Context: an optimization exercise on an open-source flow, tuned for small area. The choices shown serve that exercise and are no tape-out recipe. The RTL was checked by simulation tests, not by an equivalence proof against the original design. Power and IR drop assume default switching activity.

Setup of wip/ember:
// axi_split_top
module axi_split_top
(
   input  logic       clk,
   input  logic       resetn,
   input  axi_split_pkg::addr_t      s_aw_addr,
   input  axi_split_pkg::len_t       s_aw_len,
   input  logic       s_aw_valid,
   output logic       s_aw_ready,
   input  axi_split_pkg::wide_data_t s_w_data,
   input  logic       s_w_last,
   input  logic       s_w_valid,
   output logic       s_w_ready,
   output logic       s_b_valid,
   input  logic       s_b_ready,
   input  axi_split_pkg::addr_t      s_ar_addr,
   input  axi_split_pkg::len_t       s_ar_len,
   input  logic       s_ar_valid,
   output logic       s_ar_ready,
   output axi_split_pkg::wide_data_t s_r_data,
   output logic       s_r_last,
   output logic       s_r_valid,
   input  logic       s_r_ready,
   output axi_split_pkg::addr_t      m0_aw_addr,
   output axi_split_pkg::len_t       m0_aw_len,
   output logic       m0_aw_valid,
   input  logic       m0_aw_ready,
   output axi_split_pkg::half_data_t m0_w_data,
   output logic       m0_w_last,
   output logic       m0_w_valid,
   input  logic       m0_w_ready,
   input  logic       m0_b_valid,
   output logic       m0_b_ready,
   output axi_split_pkg::addr_t      m0_ar_addr,
   output axi_split_pkg::len_t       m0_ar_len,
  ...
clock: 5.0 ns
lec_check: 0
cap_margin: 20
core_margin: 2
core_utilization: 70
place_density: 0.78
slew_margin: 20
standard.sh (not shown) runs the stock make flow with config.mk's settings and CLKGATE_MAP_FILE= SYNTH_SCRIPT=/design/flow/synth_recipe.tcl, a recipe that flattens the netlist after the stock synthesis.
==> flow/flow/run.sh <==
#!/bin/bash
# Standard layout, with the port buffers made from the smallest buffer cell
# and a clock tree without dummy balancing loads
set -euo pipefail
export BUFFER_PORTS_ARGS="-buffer_cell sky130_fd_sc_hd__buf_1"
export CTS_ARGS="-sink_clustering_enable -repair_clock_nets -dont_use_dummy_load -sink_clustering_size 10 -sink_clustering_max_diameter 40 -buf_list {sky130_fd_sc_hd__clkbuf_2 sky130_fd_sc_hd__clkbuf_4}"
bash standard.sh finish > standard_flow.log 2>&1
## Diff of input files: wip/indigo against wip/ember
- a change of PLACE_DENSITY from 0.78 to 0.82
- a change of CORE_UTILIZATION from 70 to 75
- an added CTS_CLUSTER_DIAMETER of 40
- an added CTS_CLUSTER_SIZE of 10
- an added CTS_BUF_LIST of sky130_fd_sc_hd__clkbuf_4
==> flow/flow/run.sh <==
#!/bin/bash
# Standard layout, with the port buffers made from the smallest buffer cell
set -euo pipefail
export BUFFER_PORTS_ARGS="-buffer_cell sky130_fd_sc_hd__buf_1"
bash standard.sh finish > standard_flow.log 2>&1
Notes after the runs:
- For the global router's overall resource usage, wip/indigo came in 3.2 points higher than wip/ember did.
- wip/indigo gives more utilization of the core after routing than wip/ember did.
- Compared to wip/ember, wip/indigo has met1 demand-to-capacity share in global routing 3.6 points higher.
diff inputs: wip/indigo => wip/fjord
- CTS_BUF_LIST now sky130_fd_sc_hd__clkbuf_8, was sky130_fd_sc_hd__clkbuf_4
- CTS_CLUSTER_DIAMETER now 45, was 40
- CORE_UTILIZATION now 70, was 75
- CTS_CLUSTER_SIZE now 24, was 10
- PLACE_DENSITY now 0.78, was 0.82
### Flow results
From wip/fjord to wip/indigo, number of flops mapped to enable cells by yosys did not move at all. Of wip/indigo and wip/fjord, the lower total power belongs to wip/indigo. wip/fjord falls short of wip/indigo in overall die area. Between wip/indigo and wip/fjord, the difference in area after synthesis is negligible. Detailed-routed wire length on met2 (wip/fjord vs. wip/indigo) decreases slightly. Setup slack delta (wip/fjord − wip/indigo): favourable. Diff wip/indigo -> wip/fjord | routed wire length | decrease of 1400 um. Run comparison: wip/indigo critical path's slowest cell sky130_fd_sc_hd__dfxtp_1; wip/fjord critical path's slowest cell sky130_fd_sc_hd__dfxtp_2. Of wip/indigo and wip/fjord, the run reporting the higher ratio of final minimum period to clock period was wip/indigo.
Edits applied to the flow inputs when going from wip/fjord to wip/raven:
- CORE_UTILIZATION now 80, was 70
- CTS_BUF_LIST no longer set, was sky130_fd_sc_hd__clkbuf_8
- PLACE_DENSITY now 0.86, was 0.78
- CTS_CLUSTER_DIAMETER no longer set, was 45
- CTS_CLUSTER_SIZE no longer set, was 24
--- a/flow/flow/run.sh
+++ b/flow/flow/run.sh
@@ -2,0 +3 @@
+# and a clock tree without dummy balancing loads
@@ -4,0 +6 @@
+export CTS_ARGS="-sink_clustering_enable -repair_clock_nets -dont_use_dummy_load -sink_clustering_size 10 -sink_clustering_max_diameter 40 -buf_list sky130_fd_sc_hd__clkbuf_4"
### Flow results
Compared with wip/fjord, in wip/raven share of total power in combinational logic up 1.5 points, setup-violating endpoint count in the final report comparable, number of antenna diodes shows an increase of 23%, via count increased by 3.5% relative to the old numbers.
wip/raven reports a lower post-synthesis to final-layout area growth than wip/fjord does.
Looking at first-iteration detailed-routing DRC count, wip/raven sits 1443 higher than wip/fjord does.
For area of the multi-input gates, wip/fjord and wip/raven come out practically identical.
Taking wip/fjord as the reference, in wip/raven total power of the final layout fell by 2.7 mW; post-route cell area shows a reduction of about 3.2%; sequential share of layout area rose by 2.3 points; number of placed cells counting well taps decreased by 3.5% relative to the old numbers.

Starting RTL as in the previous note.
export LEC_CHECK = 0
export CAP_MARGIN = 20
export CORE_MARGIN = 2
export CORE_UTILIZATION = 70
export CTS_BUF_LIST = sky130_fd_sc_hd__clkbuf_2 sky130_fd_sc_hd__clkbuf_4
export CTS_CLUSTER_DIAMETER = 40
export CTS_CLUSTER_SIZE = 10
export PLACE_DENSITY = 0.78
export SLEW_MARGIN = 20
create_clock -name core_clock -period 5.0 [get_ports {clk}]
==> flow/flow/run.sh <==
#!/bin/bash
# Standard layout, with the port buffers made from the smallest buffer cell
set -euo pipefail
export BUFFER_PORTS_ARGS="-buffer_cell sky130_fd_sc_hd__buf_1"
bash standard.sh finish > standard_flow.log 2>&1
Rerun with:
- CORE_UTILIZATION: 70 -> 65
- CTS_BUF_LIST: sky130_fd_sc_hd__clkbuf_2 sky130_fd_sc_hd__clkbuf_4 -> sky130_fd_sc_hd__clkbuf_4 sky130_fd_sc_hd__clkbuf_8
- CTS_CLUSTER_DIAMETER: 40 -> 45
- CTS_CLUSTER_SIZE: 10 -> 16
- PLACE_DENSITY: 0.78 -> 0.75
=>
- The new run finished clean
- clock skew is lower by 0.016 ns
- final cell count is higher by about 0.6%
- combinational power barely changes
- via count is lower by 0.86%
- design area is higher by 1.8%
- wire length is higher by about 2%
- setup slack is better by 0.079 ns
- count of clock-buffer cells in the layout is lower by 74
- global-route usage is lower by 1.6 points
Rerun with:
==> flow/flow/run.sh (replaced) <==
#!/bin/bash
# Standard layout, with the port buffers made from the smallest buffer cell
# and a clock tree without dummy balancing loads
set -euo pipefail
export BUFFER_PORTS_ARGS="-buffer_cell sky130_fd_sc_hd__buf_1"
export CTS_ARGS="-sink_clustering_enable -repair_clock_nets -dont_use_dummy_load -sink_clustering_size 10 -sink_clustering_max_diameter 40 -buf_list sky130_fd_sc_hd__clkbuf_4"
bash standard.sh finish > standard_flow.log 2>&1
- CORE_UTILIZATION: 65 -> 75
- CTS_BUF_LIST: sky130_fd_sc_hd__clkbuf_4 sky130_fd_sc_hd__clkbuf_8 -> not set
- CTS_CLUSTER_DIAMETER: 45 -> not set
- CTS_CLUSTER_SIZE: 16 -> not set
- GPL_ROUTABILITY_DRIVEN: not set -> 0
- PLACE_DENSITY: 0.75 -> 0.82
- sequential share of layout area increases by 2.3 points
- setup slack improves by 0.019 ns
- wire length decreases by about 1.8%
- die area is lower by about 13%
- non-clock buffer count fell by 2
- fmax came out higher by about 0.5%
Rerun with:
==> flow/flow/run.sh (replaced) <==
#!/bin/bash
# Standard layout, with the port buffers made from the smallest buffer cell
set -euo pipefail
export BUFFER_PORTS_ARGS="-buffer_cell sky130_fd_sc_hd__buf_1"
bash standard.sh finish > standard_flow.log 2>&1
- CORE_UTILIZATION: 75 -> 65
- CTS_BUF_LIST: not set -> sky130_fd_sc_hd__clkbuf_4
- CTS_CLUSTER_DIAMETER: not set -> 50
- CTS_CLUSTER_SIZE: not set -> 10
- GPL_ROUTABILITY_DRIVEN: 0 -> not set
- PLACE_DENSITY: 0.82 -> 0.75
Outcome: Sequential power hardly moves; worst hold slack got worse by 0.081 ns; first-iteration DRC count decreases by 20%; total power came out higher by about 4.4%; area after synthesis is unchanged.
Rerun with:
- CORE_UTILIZATION: 65 -> 70
- CTS_CLUSTER_DIAMETER: 50 -> 40
- CTS_CLUSTER_SIZE: 10 -> 8
- PLACE_DENSITY: 0.75 -> 0.78
=> The new run completed without violations. Synthesized cell count stays the same. Maximum frequency rises by 3.2%. Hold slack improved by 0.039 ns. Power increases by 4.1%. Routed wire length went down by 1.5%.

static timing again, ports no longer ideal:
The results above use ideal ports. As a check the final layouts listed here were re-extracted and re-timed, cells and wires unchanged. Step 1: set_driving_cell puts a clkbuf_16 on clk and a buf_2 on each other input, an assumption about the parent block. Step 2 moves the port delays by t, midway between the first and last clock arrival at a register: inputs arrive t later, outputs are due t later. That takes back most of the time a late clock gives input paths. Three values: no drivers, after step 1, after step 2; two values: the first two.
| run | shift t [ns] | setup WS [ns] | worst hold slack (ns) | latest minus earliest clock arrival (ns) |
|---|---|---|---|---|
| wip/ember | 1.060 | 0.890 / 0.823 / 1.494 | 0.228 / 0.191 / 0.472 | 0.132 / 0.132 |
| wip/indigo | 1.096 | 0.925 / 0.859 / 1.530 | 0.184 / 0.144 / 0.485 | 0.093 / 0.092 |
| wip/fjord | 0.847 | 1.078 / 1.012 / 1.504 | 0.437 / 0.393 / 0.477 | 0.048 / 0.047 |
| wip/raven | 1.079 | 0.545 / 0.479 / 1.491 | 0.206 / 0.163 / 0.488 | 0.123 / 0.123 |
| the first run of note 2 | 1.080 | 0.880 / 0.813 / 1.500 | 0.217 / 0.175 / 0.476 | 0.071 / 0.072 |
| the second run of note 2 | 0.867 | 0.960 / 0.895 / 1.082 | 0.416 / 0.397 / 0.485 | 0.053 / 0.053 |
| the third run of note 2 | 1.038 | 0.979 / 0.914 / 1.496 | 0.226 / 0.185 / 0.482 | 0.155 / 0.155 |
| the fourth run of note 2 | 1.112 | 0.725 / 0.658 / 1.038 | 0.145 / 0.108 / 0.494 | 0.122 / 0.122 |
| the fifth run of note 2 | 1.094 | 0.856 / 0.790 / 1.467 | 0.184 / 0.146 / 0.475 | 0.092 / 0.092 |
After both steps setup and hold are still met in every run listed.
